This is an optimization exercise on Yosys and OpenROAD, whose aim is small area, a short achievable clock period and few clock cycles per item, not a production implementation. Where RTL was checked, it was by simulation tests only, not by an equivalence proof against the original. Power figures rest on the tool's default switching activity, not on a simulated workload.

run 1:
// cpuTop
module cpuTop
(
    input  logic       clock,
    input  logic       arstN,
    input  logic       progWrite,
    input  logic [7:0] progAddr,
    input  logic [7:0] progData,
    input  logic       run,
    output logic [31:0] regs,          
    output logic [7:0] pc,
    output logic            instrDone
);
Settings: LEC_CHECK=0, CAP_MARGIN=20, CORE_MARGIN=2, CORE_UTILIZATION=40, CTS_CLUSTER_DIAMETER=100, CTS_CLUSTER_SIZE=25, SETUP_SLACK_MARGIN=5, SLEW_MARGIN=20; clock period 9.0 ns.
run.sh (not shown) runs the stock make flow with config.mk's settings and CLKGATE_MAP_FILE= SYNTH_SCRIPT=/design/flow/synth_recipe.tcl, a recipe that flattens the netlist after the stock synthesis.
The flow did not stop early for run 1: all stages ran, and the layout cleared the timing, design-rule and antenna checks.
Testbench counts of run 1, summed over its fixed seeds: cycles 9,632, instrs 9,600.
The following lists how run 2 was set up differently from run 1:
--- a/flow/config.mk
+++ b/flow/config.mk
@@ -10,3 +10 @@
-export CORE_UTILIZATION = 40
-export CTS_CLUSTER_DIAMETER = 100
-export CTS_CLUSTER_SIZE = 25
+export CORE_UTILIZATION = 60
### Flow results
Comparing run 2 and run 1, the higher area added between synthesis and finish is on run 2.
Delta (run 2 minus run 1): final wirelength higher; reported net switching power higher; weighted congestion reported at the end of routability-driven placement higher.
Clock power (run 2 vs. run 1) increases by more than half
Run 1: PASS, flow complete, no timing, DRC or antenna violations
No stage failed in run 2, and the final checks on the layout all came back clean.
Lower summed area of non-filler cells in the final layout goes to run 1 over run 2.
Modified inputs, run 3 compared to run 2
--- a/flow/config.mk
+++ b/flow/config.mk
@@ -10 +10 @@
-export CORE_UTILIZATION = 60
+export CORE_UTILIZATION = 40
==> notes.md <==
- When run 3 is set beside run 2, its clock latency of the later-clocked register in the worst-skew pair turns out to be 0.03 ns larger.
- Of run 2 and run 3, the lower multi-input combinational area share belongs to run 3.
- Number of well-tap cells placed: lower on run 2
- Run 2 and run 3 ended up with nearly the same total area of multi-input combinational cells.
- Run 3 reports a lower period utilization than run 2 does.
- Between run 2 and run 3, the total of max-cap violations figures differ only marginally.
- Run 3 vs run 2, sequential share of layout area went down by 0.73 points.
- Area after synthesis came out exactly the same in run 2 and run 3.
- Run 3 went all the way through synthesis, placement and routing and the layout is clean on timing, DRC and antenna.

== the reference run ==
Another version of the RTL of cpuTop (not shown whole).
For scale: roughly 4,300 cells after synthesis, roughly 2,100 flip-flops, roughly 61 I/O pins.
==> flow/design.v (excerpt) <==
module cpuTop
(
    input  logic       clock,
    input  logic       arstN,
    input  logic       progWrite,
    input  logic [7:0] progAddr,
    input  logic [7:0] progData,
    input  logic       run,
    output logic [31:0] regs,          
    output logic [7:0] pc,
    output logic            instrDone
);
clock: 9.0 ns
lec_check: 0
cap_margin: 20
core_margin: 2
core_utilization: 40
slew_margin: 20
standard.sh (not shown) runs the stock make flow with config.mk's settings and CLKGATE_MAP_FILE= SYNTH_SCRIPT=/design/flow/synth_recipe.tcl, a recipe that flattens the netlist after the stock synthesis.
==> flow/flow/run.sh <==
#!/bin/bash
# Own layout flow: the standard ORFS flow with a tighter timing-repair
# target (setup margin) and plain buffers on the ports. Same SDC and clock.
set -euo pipefail
bash standard.sh SETUP_SLACK_MARGIN=6.2 'BUFFER_PORTS_ARGS=-buffer_cell sky130_fd_sc_hd__buf_4' finish > run_make.log 2>&1
The flow did not stop early for the reference run: all stages ran, and the layout cleared the timing, design-rule and antenna checks.
Relative to the reference run, the following input files were edited for the trial run:
# the reference run
export LEC_CHECK = 0
export CAP_MARGIN = 20
export CORE_MARGIN = 2
export CORE_UTILIZATION = 40
export SLEW_MARGIN = 20
create_clock -name core_clock -period 9.0 [get_ports {clock}]
# the trial run
export LEC_CHECK = 0
export CAP_MARGIN = 20
export CORE_MARGIN = 2
export CORE_UTILIZATION = 40
export SETUP_SLACK_MARGIN = 5
export SLEW_MARGIN = 20
create_clock -name core_clock -period 9.0 [get_ports {clock}]
==> flow/run.sh (new file) <==
#!/bin/bash
# synth_recipe.tcl (not shown) runs the flow's synth.tcl, then flattens the netlist and writes it again
# the make line also repeats each setting of config.mk as NAME=value (left out here)
make -C /OpenROAD-flow-scripts/flow DESIGN_CONFIG=/design/flow/config.mk WORK_HOME=/design/flow/orfs CLKGATE_MAP_FILE= SYNTH_SCRIPT=/design/flow/synth_recipe.tcl finish
removed: flow/flow/run.sh
removed: flow/standard.sh
The tap cell count of the reference run and that of the trial run are within noise of each other.
The trial run vs the reference run: wire length of the first global-routing pass down by a few percent
Diff the reference run -> the trial run: fraction of synthesized cell area in xor and xnor cells flat, logic gate share of total power down 5.0 points, clock power share up 2.5 points.
Function was not checked in any run of this note: the RTL went through the layout flow alone.

Setup of job 101:
Another version of the RTL of cpuTop (not shown whole).
Size: roughly 4800 cells after synthesis, ~2200 flip-flops, about 61 I/O pins, about 82000 um^2 of cells after synthesis.
clock: 9.0 ns
lec_check: 0
cap_margin: 20
core_margin: 2
core_utilization: 40
cts_cluster_diameter: 100
cts_cluster_size: 25
slew_margin: 20
==> flow/flow/run.sh <==
#!/bin/bash
# Own layout flow: the standard ORFS flow (standard.sh) with a tighter
# timing-repair target (setup margin) and plain buffers on the ports. Same
# SDC and clock period.
set -euo pipefail
bash standard.sh SETUP_SLACK_MARGIN=5.8 'BUFFER_PORTS_ARGS=-buffer_cell sky130_fd_sc_hd__buf_4' finish > run_make.log 2>&1
Testbench counts of job 101, summed over its fixed seeds: cycles 10,023, instrs 9,600.
Here is what was changed in the inputs of job 102 compared with job 101.
--- a/flow/flow/run.sh
+++ b/flow/flow/run.sh
@@ -6 +6 @@
-bash standard.sh SETUP_SLACK_MARGIN=5.8 'BUFFER_PORTS_ARGS=-buffer_cell sky130_fd_sc_hd__buf_4' finish > run_make.log 2>&1
+bash standard.sh SETUP_SLACK_MARGIN=5.6 'BUFFER_PORTS_ARGS=-buffer_cell sky130_fd_sc_hd__buf_4' finish > run_make.log 2>&1
Findings:
Job 102: PASS, flow complete, no timing, DRC or antenna violations. Total design power was lower in the run labelled job 102. Of job 102 and job 101, the higher final non-filler cell total belongs to job 101. Job 102 vs. job 101: worst max-slew margin expressed relative to the limit up 1.4 points, portion of the layout cell area used by clock cells moved up, average routed wire per standard cell shrank by 0.60 um, combinational share of power dropped 1.4 points. Delay of the slowest cell on the worst path: job 102 vs job 101 down 0.46 ns. Side by side, final worst-path setup slack turned out lower in job 102 than in job 101. On cell area, the higher figure sits with job 101, not job 102.

try-pepper:
cpuTop, a different RTL version from the one above (not shown whole).
Size in the first run: about 4300 cells after synthesis, ~2100 flip-flops, about 61 I/O pins, about 84000 sq um of cells after synthesis.
make LEC_CHECK=0 CAP_MARGIN=20 CORE_MARGIN=2 CORE_UTILIZATION=40 CTS_CLUSTER_DIAMETER=100 CTS_CLUSTER_SIZE=25 SETUP_SLACK_MARGIN=5 SLEW_MARGIN=20 finish   # period 9.0 ns
run.sh (not shown) runs the stock make flow with config.mk's settings and CLKGATE_MAP_FILE= SYNTH_SCRIPT=/design/flow/synth_recipe.tcl, a recipe that flattens the netlist after the stock synthesis.
Stock flow here: none of the scripts above is used.
Looking at the reports, try-pepper completed the entire flow and the layout it produced met the timing, design-rule and antenna checks.
Input changes introduced in try-indigo (baseline for comparison: try-pepper):
Settings: removing CTS_CLUSTER_DIAMETER (formerly 100); removing CTS_CLUSTER_SIZE (formerly 25); removing SETUP_SLACK_MARGIN (formerly 5).
==> flow/flow/run.sh (new file) <==
#!/bin/bash
# Own layout flow: the standard ORFS flow with a tighter timing-repair
# target (setup margin) and plain buffers on the ports. Same SDC and clock.
set -euo pipefail
bash standard.sh SETUP_SLACK_MARGIN=6.2 'BUFFER_PORTS_ARGS=-buffer_cell sky130_fd_sc_hd__buf_4' finish > run_make.log 2>&1
==> flow/standard.sh (new file) <==
#!/bin/bash
# synth_recipe.tcl (not shown) runs the flow's synth.tcl, then flattens the netlist and writes it again
# the make line also repeats each setting of config.mk as NAME=value (left out here)
make -C /OpenROAD-flow-scripts/flow DESIGN_CONFIG=/design/flow/config.mk WORK_HOME=/design/flow/orfs CLKGATE_MAP_FILE= SYNTH_SCRIPT=/design/flow/synth_recipe.tcl "${@:-finish}"
removed: flow/run.sh
--- outcome ---
Taking try-pepper as the reference, in try-indigo transition time at the pin with the least slew margin -0.015 ns, part of the total power dissipated in the clock network increased by 9.6 points relative to the old numbers, total non-filler cell area in the finished layout picked up an extra about 8%.
The run with more setup slack is try-indigo; try-pepper has less.
From try-indigo to try-pepper, count of different cell masters after synthesis did not move at all.
In the metrics for try-indigo and try-pepper, the one carrying the lower relative contribution of combinational cells to total power is try-indigo.
In try-indigo the number of CTS-inserted buffers turned out 111 higher than in try-pepper.
Changes observed in try-indigo relative to try-pepper: wire length down 2000 microns, sequential share of layout area went down by 4.9 points, routed wire length on met3 went down by about 8%, number of fill cells in the layout went down.
--- input diff try-indigo..try-amber ---
Settings: CORE_UTILIZATION now 60, was 40.
## What came out
Relative to try-indigo, global-route usage has increased by 12 points in try-amber.
Summary of the comparison: design area is lower in try-amber, relative to try-indigo.
try-indigo vs try-amber, peak-usage layer in the global routing report: met2 vs met1
Compare try-amber and try-indigo | routed length on met3 higher: try-amber
Function was not checked in any run of this note: the RTL went through the layout flow alone.

Another version of the RTL of cpuTop (not shown whole).
For scale: ~4300 cells after synthesis, roughly 85000 sq um of cells after synthesis.
Settings: LEC_CHECK=0, CAP_MARGIN=20, CORE_MARGIN=2, CORE_UTILIZATION=40, SLEW_MARGIN=20; clock period 9.0 ns.
standard.sh (not shown) runs the stock make flow with config.mk's settings and CLKGATE_MAP_FILE= SYNTH_SCRIPT=/design/flow/synth_recipe.tcl, a recipe that flattens the netlist after the stock synthesis.
==> flow/flow/run.sh <==
#!/bin/bash
# Own layout flow: the standard ORFS flow with a tighter timing-repair
# target (setup margin) and plain buffers on the ports. Same SDC and clock.
set -euo pipefail
bash standard.sh SETUP_SLACK_MARGIN=6.2 'BUFFER_PORTS_ARGS=-buffer_cell sky130_fd_sc_hd__buf_4' finish > run_make.log 2>&1
Change:
--- a/flow/config.mk
+++ b/flow/config.mk
@@ -9,3 +9,3 @@
 export CORE_MARGIN = 2
-export CORE_UTILIZATION = 40
+export CORE_UTILIZATION = 60
 export SLEW_MARGIN = 20
The new run passed the timing, design-rule and antenna checks.
Non-clock buffer count grows by 3.
Maximum frequency grows slightly.
Power barely changes.
Sequential power stays flat.
Hold slack degrades by 9.7 ps.
Global-route usage grows by 11 points.
Sequential share of layout area grows by 0.91 points.
Die area shrinks by a quarter to a third.
Function was not checked in any run of this note: the RTL went through the layout flow alone.

cpuTop, a different RTL version from the one above (not shown whole).
For scale: about 4000 cells after synthesis, roughly 2100 flip-flops, about 61 I/O pins, roughly 84000 um2 of cells after synthesis.
Settings: LEC_CHECK=0, ABC_CLOCK_PERIOD_IN_PS=3000, CAP_MARGIN=20, CORE_MARGIN=2, CORE_UTILIZATION=60, SETUP_SLACK_MARGIN=5, SLEW_MARGIN=20; clock period 9.0 ns.
run.sh (not shown) runs the stock make flow with config.mk's settings and CLKGATE_MAP_FILE= SYNTH_SCRIPT=/design/flow/synth_recipe.tcl, a recipe that flattens the netlist after the stock synthesis.
Stock flow here: none of the scripts above is used.
Testbench counts at the start, summed over its fixed seeds: cycles 9,632, instrs 9,600.
Then changed:
- ABC_CLOCK_PERIOD_IN_PS: 3000 -> default
- CORE_UTILIZATION: 60 -> 40
The new run finished clean.
Final cell count rose by 14%.
Die area came out higher by 49%.
Routed wire length stays flat.
Area after synthesis does not change.
Total power fell by 1.5%.
Via count came out lower by 1.8%.
Hold slack gains 0.012 ns.
Fmax climbs by 1.1%.
Non-clock buffer count drops by 38.

RTL: one of the versions met above, not the one the previous note started from.
Size: roughly 3900 cells after synthesis, about 2100 flip-flops, about 61 I/O pins.
// cpuTop
module cpuTop
(
    input  logic       clock,
    input  logic       arstN,
    input  logic       progWrite,
    input  logic [7:0] progAddr,
    input  logic [7:0] progData,
    input  logic       run,
    output logic [31:0] regs,          
    output logic [7:0] pc,
    output logic            instrDone
);
    logic       wrQ;
    logic [7:0] wrAddrQ, wrDataQ;
    always_ff @(posedge clock) begin
        wrQ     <= progWrite;
        wrAddrQ <= progAddr;
        wrDataQ <= progData;
    end
    logic [7:0] fetchPc;    
    logic       running;    
    logic       starting;   
    logic [7:0] byteE, byteO;
    logic [6:0] rowE, rowO;
    assign rowO = fetchPc[7:1];
    assign rowE = fetchPc[7:1] + 7'(fetchPc[0]);   
    programMemory i_programMemory (
        .clock     (clock),
        .progWrite (wrQ),
        .progAddr  (wrAddrQ),
        .progData  (wrDataQ),
        .rowE      (rowE),
        .rowO      (rowO),
        .byteE     (byteE),
        .byteO     (byteO)
    );
    logic [7:0] fetchLo;
    logic       isBra;
  ...
==> flow/config.mk <==
export PLATFORM = sky130hd
export DESIGN_NAME = cpuTop
export DESIGN_NICKNAME = cpuTop
export VERILOG_FILES = /design/flow/design.v
export SDC_FILE = /design/flow/constraint.sdc
export NUM_CORES = 4
export LEC_CHECK = 0
export CAP_MARGIN = 20
export CORE_MARGIN = 2
export CORE_UTILIZATION = 40
export CTS_BUF_LIST = sky130_fd_sc_hd__clkbuf_8
export CTS_CLUSTER_SIZE = 30
export SETUP_SLACK_MARGIN = 5
export SLEW_MARGIN = 20
==> flow/constraint.sdc <==
create_clock -name core_clock -period 9.0 [get_ports {clock}]
set_input_delay 1.8000 -clock core_clock [delete_from_list [all_inputs] [get_ports {clock}]]
set_output_delay 1.8000 -clock core_clock [all_outputs]
set_load 0.01 [all_outputs]
Testbench counts at the start, summed over its fixed seeds: cycles 9,632, instrs 9,600.
Change:
--- a/flow/config.mk
+++ b/flow/config.mk
@@ -10,4 +10,3 @@
 export CORE_UTILIZATION = 40
-export CTS_BUF_LIST = sky130_fd_sc_hd__clkbuf_8
-export CTS_CLUSTER_SIZE = 30
+export CTS_BUF_LIST = sky130_fd_sc_hd__clkbuf_4 sky130_fd_sc_hd__clkbuf_8
 export SETUP_SLACK_MARGIN = 5
Clock-buffer cell count goes up by 106.
Power grows by 0.99%.
Via count is about the same.
Cell count is about the same.
Die area does not change.
Routed wire length hardly moves.
Register-to-register slack stays flat.
Worst setup slack gets worse by 0.0039 ns.
Critical path depth came out lower by 2.
Core utilization goes up by 0.16 points.
Clock power rises by 5.6%.

Setup of run A:
The RTL this note starts from:
==> flow/design.v <==
`default_nettype none
package cpuArchPkg;
    typedef logic [7:0] dataWord;      
    typedef logic [7:0] progAddress;   
    typedef logic [1:0] regIndex;      
    typedef enum logic [3:0] {
        opAnd = 4'b0000,
        opOr  = 4'b0001,
        opNot = 4'b0010,
        opAdd = 4'b0011,
        opSub = 4'b0100,
        opLsr = 4'b0101,
        opLsl = 4'b0110,
        opInc = 4'b0111,
        opDec = 4'b1000,
        opBra = 4'b1001,
        opMov = 4'b1011,
        opLd  = 4'b1100
    } opcode;
    typedef struct packed {
        opcode      code;        
        logic [3:0] dst;         
        logic [3:0] srcFirst;    
        logic [3:0] srcSecond;   
    } instruction;
    typedef struct packed {
        dataWord r1;
        dataWord r2;
        dataWord r3;
        dataWord r4;
    } registerView;
endpackage
`default_nettype wire
`default_nettype none
package cpuControlPkg;
    typedef enum logic [3:0] {
        aluPassA   = 4'b0000,
        aluPassImm = 4'b0001,
        aluNot     = 4'b0010,
        aluAdd     = 4'b0100,
        aluSub     = 4'b0101,
        aluAnd     = 4'b0111,
        aluOr      = 4'b1000,
        aluLsl     = 4'b1011,
        aluLsr     = 4'b1100
    } aluOp;
    typedef enum logic [1:0] {
        rfHold      = 2'b00,
        rfLoad      = 2'b01,
        rfDecrement = 2'b10,
        rfIncrement = 2'b11
    } regFunc;
    typedef enum logic [1:0] {
        stIdle,
        stFetchLow,
        stFetchHigh,
        stExecute
    } seqState;
    typedef struct packed {
        regFunc  regFn;
        logic [1:0] target;    
        logic [1:0] srcA;
        logic [1:0] srcB;
        aluOp    op;
        logic [7:0] immediate;   
        logic    pcLoad;
    } controlWord;
endpackage
`default_nettype wire
`timescale 1ns/1ps
`default_nettype none
module programMemory
(
    input  logic       clock,
    input  logic       progWrite,
    input  logic [7:0] progAddr,
    input  logic [7:0] progData,
    input  logic [6:0] rowE,
    input  logic [6:0] rowO,
    input  logic [7:0] rowE1h,   
    input  logic [7:0] rowO1h,   
    output logic [7:0] byteE,
    output logic [7:0] byteO
);
    logic [7:0] memE [128];
    logic [7:0] memO [128];
    always_ff @(posedge clock) begin
        if (progWrite && !progAddr[0]) memE[progAddr[7:1]] <= progData;
        if (progWrite &&  progAddr[0]) memO[progAddr[7:1]] <= progData;
    end
    logic [7:0] grpE [16];
    logic [7:0] grpO [16];
    always_comb begin
        for (int g = 0; g < 16; g++) begin
            grpE[g] = '0;
            grpO[g] = '0;
            for (int k = 0; k < 8; k++) begin
                grpE[g] = grpE[g] | (memE[8 * g + k] & {8{rowE1h[k]}});
                grpO[g] = grpO[g] | (memO[8 * g + k] & {8{rowO1h[k]}});
            end
        end
    end
    assign byteE = grpE[rowE[6:3]];
    assign byteO = grpO[rowO[6:3]];
endmodule
`default_nettype wire
`timescale 1ns/1ps
`default_nettype none
module cpuTop
(
    input  logic       clock,
    input  logic       arstN,
    input  logic       progWrite,
    input  logic [7:0] progAddr,
    input  logic [7:0] progData,
    input  logic       run,
    output logic [31:0] regs,          
    output logic [7:0] pc,
    output logic            instrDone
);
    logic       wrQ;
    logic [7:0] wrAddrQ, wrDataQ;
    always_ff @(posedge clock) begin
        wrQ     <= progWrite;
        wrAddrQ <= progAddr;
        wrDataQ <= progData;
    end
    localparam int BTB = 2;
    logic [7:0]  fetchPc;
    logic [6:0]  rowE;       
    logic [7:0]  rowE1h;     
    logic [7:0]  rowO1h;     
    logic        running;    
    logic        bubble;     
    logic        starting;   
    logic [7:0]  byteE, byteO;
    logic [15:0] ir;         
    logic [7:0]  irPc;       
    logic        irPred;     
    logic [7:0]  pcQ;
    programMemory i_programMemory (
        .clock     (clock),
        .progWrite (wrQ),
        .progAddr  (wrAddrQ),
        .progData  (wrDataQ),
        .rowE      (rowE),
        .rowO      (fetchPc[7:1]),
        .rowE1h    (rowE1h),
        .rowO1h    (rowO1h),
        .byteE     (byteE),
        .byteO     (byteO)
    );
    logic           btbValid [BTB];
    logic [7:0]     btbPc    [BTB];
    logic [7:0]     btbTgt   [BTB];
    logic           btbNext;   
    logic       hit;
    logic [7:0] hitTgt;
    logic [6:0] hitRowE;
    assign hitRowE = hitTgt[7:1] + 7'(hitTgt[0]);
    always_comb begin
        hit     = 1'b0;
        hitTgt  = '0;
        for (int i = 0; i < BTB; i++) begin
            if (btbValid[i] && btbPc[i] == fetchPc) begin
                hit     = 1'b1;
                hitTgt  = hitTgt | btbTgt[i];
            end
        end
    end
    logic       exBra;     
    logic       redirect;  
    logic       stopped;
    logic       advance;   
    logic [7:0] target;
    logic [6:0] targetRowE;
    assign exBra      = running && (ir[15:12] == 4'h9);
    assign redirect   = exBra && !irPred;
    assign target     = ir[7:0];
    assign targetRowE = target[7:1] + 7'(target[0]);
    assign stopped    = !running && !bubble && !starting;
    assign advance    = bubble || starting || (running && !redirect && run) ||
                        (stopped && run && !wrQ);
    always_ff @(posedge clock) begin
        ir     <= fetchPc[0] ? {byteE, byteO} : {byteO, byteE};
        irPc   <= fetchPc;
        irPred <= hit;
    end
    always_ff @(posedge clock or negedge arstN) begin
        if (!arstN) begin
            fetchPc  <= '0;
            rowE     <= '0;
            rowE1h   <= 8'b0000_0001;
            rowO1h   <= 8'b0000_0001;
            running  <= 1'b0;
            bubble   <= 1'b0;
            starting <= 1'b0;
            pcQ      <= '0;
        end else begin
            running  <= advance;
            bubble   <= redirect && run;
            starting <= stopped && run && wrQ;
            if (redirect) begin
                fetchPc <= target;
                rowE    <= targetRowE;
                rowE1h  <= 8'b0000_0001 << targetRowE[2:0];
                rowO1h  <= 8'b0000_0001 << target[3:1];
            end else if (advance && hit) begin
                fetchPc <= hitTgt;
                rowE    <= hitRowE;
                rowE1h  <= 8'b0000_0001 << hitRowE[2:0];
                rowO1h  <= 8'b0000_0001 << hitTgt[3:1];
            end else if (advance) begin
                fetchPc <= fetchPc + 8'd2;
                rowE    <= rowE + 7'd1;
                rowE1h  <= {rowE1h[6:0], rowE1h[7]};
                rowO1h  <= {rowO1h[6:0], rowO1h[7]};
            end
            pcQ <= exBra ? target : fetchPc;
        end
    end
    always_ff @(posedge clock or negedge arstN) begin
        if (!arstN) begin
            for (int i = 0; i < BTB; i++) btbValid[i] <= 1'b0;
            btbNext <= '0;
        end else if (wrQ) begin
            for (int i = 0; i < BTB; i++) btbValid[i] <= 1'b0;
        end else if (redirect) begin
            btbValid[btbNext] <= 1'b1;
            btbNext <= !btbNext;
        end
    end
    always_ff @(posedge clock) begin
        if (redirect && !wrQ) begin
            btbPc[btbNext]   <= irPc;
            btbTgt[btbNext]  <= target;
        end
    end
    assign pc        = pcQ;
    assign instrDone = running;
    logic [3:0] op;
    logic [1:0] d, a, b;
    logic [7:0] imm;
    assign op  = ir[15:12];
    assign d   = ir[9:8];
    assign a   = ir[5:4];
    assign b   = ir[1:0];
    assign imm = ir[7:0];
    logic [7:0] r [4];
    logic [7:0] opA, opB, addB, sum, result;
    logic       cin;
    assign opA = r[a];
    assign opB = r[b];
    always_comb begin
        case (op)
            4'h4:    begin addB = ~opB;   cin = 1'b1; end   
            4'h7:    begin addB = 8'h01;  cin = 1'b0; end   
            4'h8:    begin addB = 8'hFF;  cin = 1'b0; end   
            default: begin addB = opB;    cin = 1'b0; end   
        endcase
    end
    logic [7:0] g0, p0, gk, pk, gn, pn;
    logic [8:0] carry;
    always_comb begin
        g0 = opA & addB;
        p0 = opA ^ addB;
        gk = g0;
        pk = p0;
        for (int s = 1; s < 8; s = s * 2) begin
            gn = gk;
            pn = pk;
            for (int i = s; i < 8; i++) begin
                gn[i] = gk[i] | (pk[i] & gk[i - s]);
                pn[i] = pk[i] & pk[i - s];
            end
            gk = gn;
            pk = pn;
        end
        carry[0] = cin;
        for (int i = 0; i < 8; i++) carry[i + 1] = gk[i] | (pk[i] & cin);
        sum = p0 ^ carry[7:0];
    end
    always_comb begin
        case (op)
            4'h0:    result = opA & opB;
            4'h1:    result = opA | opB;
            4'h2:    result = ~opA;
            4'h5:    result = {1'b0, opA[7:1]};
            4'h6:    result = {opA[6:0], 1'b0};
            4'hC:    result = imm;
            4'hB:    result = opA;
            default: result = sum;   
        endcase
    end
    logic       wr;
    logic [1:0] dst;
    assign wr  = running && (op <= 4'h8 || op == 4'hB || op == 4'hC);
    assign dst = (op == 4'h7 || op == 4'h8) ? a : d;
    for (genvar i = 0; i < 4; i++) begin : gReg
        always_ff @(posedge clock or negedge arstN) begin
            if (!arstN)                          r[i] <= '0;
            else if (wr && dst == 2'(i))         r[i] <= result;
        end
    end
    assign regs = {r[0], r[1], r[2], r[3]};
endmodule
`default_nettype wire
Settings: LEC_CHECK=0, CAP_MARGIN=20, CORE_MARGIN=2, CORE_UTILIZATION=55, CTS_CLUSTER_DIAMETER=100, CTS_CLUSTER_SIZE=25, SLEW_MARGIN=20; clock period 9.0 ns.
standard.sh (not shown) runs the stock make flow with config.mk's settings and CLKGATE_MAP_FILE= SYNTH_SCRIPT=/design/flow/synth_recipe.tcl, a recipe that flattens the netlist after the stock synthesis.
==> flow/flow/run.sh <==
#!/bin/bash
# Own layout flow: the standard ORFS flow (standard.sh) with a tighter
# timing-repair target (setup margin) and plain buffers on the ports. Same
# SDC and clock period.
set -euo pipefail
bash standard.sh SETUP_SLACK_MARGIN=5.6 'BUFFER_PORTS_ARGS=-buffer_cell sky130_fd_sc_hd__buf_4' finish > run_make.log 2>&1
Testbench counts of run A, summed over its fixed seeds: cycles 10,023, instrs 9,600.
### run A -> run B
==> flow/flow/run.sh <==
#!/bin/bash
# Own layout flow: the standard ORFS flow (standard.sh) with a tighter
# timing-repair target (setup margin) and plain buffers on the ports. Same
# SDC and clock period.
set -euo pipefail
bash standard.sh SETUP_SLACK_MARGIN=6.0 'BUFFER_PORTS_ARGS=-buffer_cell sky130_fd_sc_hd__buf_4' finish > run_make.log 2>&1
diff --git a/flow/config.mk b/flow/config.mk
--- a/flow/config.mk
+++ b/flow/config.mk
@@ -8,5 +8,5 @@
 export CAP_MARGIN = 20
 export CORE_MARGIN = 2
-export CORE_UTILIZATION = 55
+export CORE_UTILIZATION = 40
 export CTS_CLUSTER_DIAMETER = 100
 export CTS_CLUSTER_SIZE = 25
- Compared with run A, in run B critical path depth climbed 7, die area climbed 37%, area of all placed cells without fillers climbed 4.3%, number of standard cells in the layout, taps in and fillers out climbed about 13%.
- Compared with run A, run B shows fraction of power spent switching nets higher by 0.87 points.
For run C, these inputs were changed with respect to run B:
==> flow/flow/run.sh <==
#!/bin/bash
# Own layout flow: the standard ORFS flow (standard.sh) with a tighter
# timing-repair target (setup margin) and plain buffers on the ports. Same
# SDC and clock period.
set -euo pipefail
bash standard.sh SETUP_SLACK_MARGIN=5.8 'BUFFER_PORTS_ARGS=-buffer_cell sky130_fd_sc_hd__buf_4' finish > run_make.log 2>&1
diff --git a/flow/config.mk b/flow/config.mk
--- a/flow/config.mk
+++ b/flow/config.mk
@@ -8,5 +8,5 @@
 export CAP_MARGIN = 20
 export CORE_MARGIN = 2
-export CORE_UTILIZATION = 40
+export CORE_UTILIZATION = 50
 export CTS_CLUSTER_DIAMETER = 100
 export CTS_CLUSTER_SIZE = 25
Results
- Looking only at met1 track demand over resource in global routing, and setting everything else aside, the higher value of run C and run B goes to run C.
- Run C ends up with a portion of the clock cycle consumed by the worst path in the final layout that is 0.56 points higher than in run B.
- Comparing run C and run B, the higher via-per-instance ratio was measured on run C.
- Diff run B -> run C: clock period minus final worst setup slack shows an increase of 0.050 ns; clock group share of total power shows a reduction of 0.4 points.
- Run C vs run B: proportion of cell area occupied by registers up
Inputs modified between run C and run D:
==> flow/flow/run.sh <==
#!/bin/bash
# Own layout flow: the standard ORFS flow (standard.sh) with a tighter
# timing-repair target (setup margin) and plain buffers on the ports. Same
# SDC and clock period.
set -euo pipefail
bash standard.sh SETUP_SLACK_MARGIN=5.4 'BUFFER_PORTS_ARGS=-buffer_cell sky130_fd_sc_hd__buf_4' finish > run_make.log 2>&1
diff --git a/flow/config.mk b/flow/config.mk
--- a/flow/config.mk
+++ b/flow/config.mk
@@ -8,5 +8,5 @@
 export CAP_MARGIN = 20
 export CORE_MARGIN = 2
-export CORE_UTILIZATION = 50
+export CORE_UTILIZATION = 40
 export CTS_CLUSTER_DIAMETER = 100
 export CTS_CLUSTER_SIZE = 25
Results
- Run C: all stages complete, timing, DRC and antenna checks passed
- Run D closes out successfully: all stages finished, all timing, DRC and antenna checks passed.
- Final period demand of the worst path up 0.23 ns in run D wrt run C
- Going from run C to run D, register fraction of the total cell area grows by 0.52 points.
- Multi-input gate area in the final layout in run D is 620 sq um lower than in run C
- Summary: with run C as the reference, clock distribution power in run D moved up by a few percent.
- Share of power burned in the clock network (run D over run C): increase, 0.8 points
- Delta (run D minus run C): via count lower; portion of total power attributed to sequential cells grew by 1.0 points.
- Arrival time at the worst endpoint: run D vs run C up 0.22 ns
- Run D ended up with a lower final instance area than run C did.
- Changes observed in run D relative to run C: multi-input gate count ~0 delta; total power -about 0.6%.
### run D -> run E
==> flow/flow/run.sh <==
#!/bin/bash
# Own layout flow: the standard ORFS flow (standard.sh) with a tighter
# timing-repair target (setup margin) and plain buffers on the ports. Same
# SDC and clock period.
set -euo pipefail
bash standard.sh SETUP_SLACK_MARGIN=5.6 'BUFFER_PORTS_ARGS=-buffer_cell sky130_fd_sc_hd__buf_4' finish > run_make.log 2>&1
diff --git a/flow/config.mk b/flow/config.mk
--- a/flow/config.mk
+++ b/flow/config.mk
@@ -6,4 +6,5 @@
 export NUM_CORES = 4
 export LEC_CHECK = 0
+export ABC_CLOCK_PERIOD_IN_PS = 3400
 export CAP_MARGIN = 20
 export CORE_MARGIN = 2
- Looking at summed area of non-filler cells in the final layout, run E sits 0.43% higher than run D does.
- Diff run E and run D: final worst clock skew higher in run E
- Compared to run D, the router laid down more metal wire for run E.
- When the final numbers for run E and run D were put side by side, the share of the final layout cell area in multi-input gates turned out to be greater in run E.
- | met2 wirelength from detailed routing | run D vs run E | ≈ equal |
- Run E ends up with a largest fanout on the critical path that is 75 lower than in run D.
- Diff run D -> run E: overall power after layout picked up an extra about 0.7%, proportion of power drawn by flip-flops and latches has decreased, number of global-route vias before repair held, detailed-routing iteration count for the pre-antenna-repair pass rose by 2.
- Number of max-slew violations in the final report: run E vs run D identical

port drivers added, routing unchanged:
In the flow no input, the clock included, has a driving cell. The finished layouts below were timed again as built, in two steps.
Step 1 sets driving cells, clkbuf_16 on the clock port and buf_2 on the other inputs (assumed; they add their load-dependent delay and slew).
Step 2 also shifts input and output timing later by t, the mid clock arrival at the registers, as if the neighbouring blocks saw the same clock.
a / b / c = ideal / step 1 / step 2; a / b = the first two.
| run | t, ns | setup slack, ns | worst register clock-pin slew, ns | pins driven straight from the clock port |
|---|---|---|---|---|
| run 1 | 0.847 | 4.970 / 4.970 / 4.970 | 0.11 / 0.11 | 1 |
| run 2 | 0.903 | 4.907 / 4.907 / 4.907 | 0.07 / 0.07 | 1 |
| run 3 | 0.928 | 5.007 / 5.007 / 5.007 | 0.07 / 0.07 | 1 |
| the reference run | 0.939 | 5.143 / 5.143 / 5.143 | 0.07 / 0.07 | 1 |
| the trial run | 0.946 | 4.950 / 4.950 / 4.500 | 0.07 / 0.07 | 1 |
| job 101 | 0.873 | 5.668 / 5.649 / 5.254 | 0.11 / 0.11 | 1 |
| job 102 | 0.852 | 5.585 / 5.584 / 5.383 | 0.11 / 0.11 | 1 |
| try-pepper | 0.875 | 4.982 / 4.982 / 4.940 | 0.11 / 0.11 | 1 |
| try-indigo | 0.951 | 5.050 / 5.050 / 4.803 | 0.08 / 0.08 | 1 |
| try-amber | 0.903 | 4.920 / 4.920 / 4.920 | 0.07 / 0.07 | 1 |
| the first run of note 5 | 0.915 | 5.104 / 5.104 / 5.102 | 0.07 / 0.07 | 1 |
| the second run of note 5 | 0.910 | 5.139 / 5.139 / 4.414 | 0.07 / 0.07 | 1 |
| the first run of note 6 | 0.883 | 4.805 / 4.819 / 3.936 | 0.07 / 0.07 | 1 |
| the second run of note 6 | 0.928 | 4.850 / 4.817 / 3.889 | 0.07 / 0.07 | 1 |
| the first run of note 7 | 1.118 | 4.999 / 4.999 / 4.999 | 0.08 / 0.08 | 1 |
| the second run of note 7 | 1.111 | 4.995 / 4.995 / 4.995 | 0.07 / 0.07 | 1 |
| run A | 0.831 | 5.546 / 5.546 / 5.487 | 0.11 / 0.11 | 1 |
| run B | 0.865 | 5.650 / 5.650 / 5.593 | 0.11 / 0.11 | 1 |
| run C | 0.830 | 5.599 / 5.599 / 5.471 | 0.11 / 0.11 | 1 |
| run D | 0.849 | 5.371 / 5.371 / 5.371 | 0.11 / 0.11 | 1 |
| run E | 0.852 | 5.585 / 5.584 / 5.383 | 0.11 / 0.11 | 1 |
After both steps setup and hold are still met in every run listed. For the second run of note 6, which loses most, drivers alone change the setup slack by -0.033 ns; drivers and shift together by -0.961 ns.
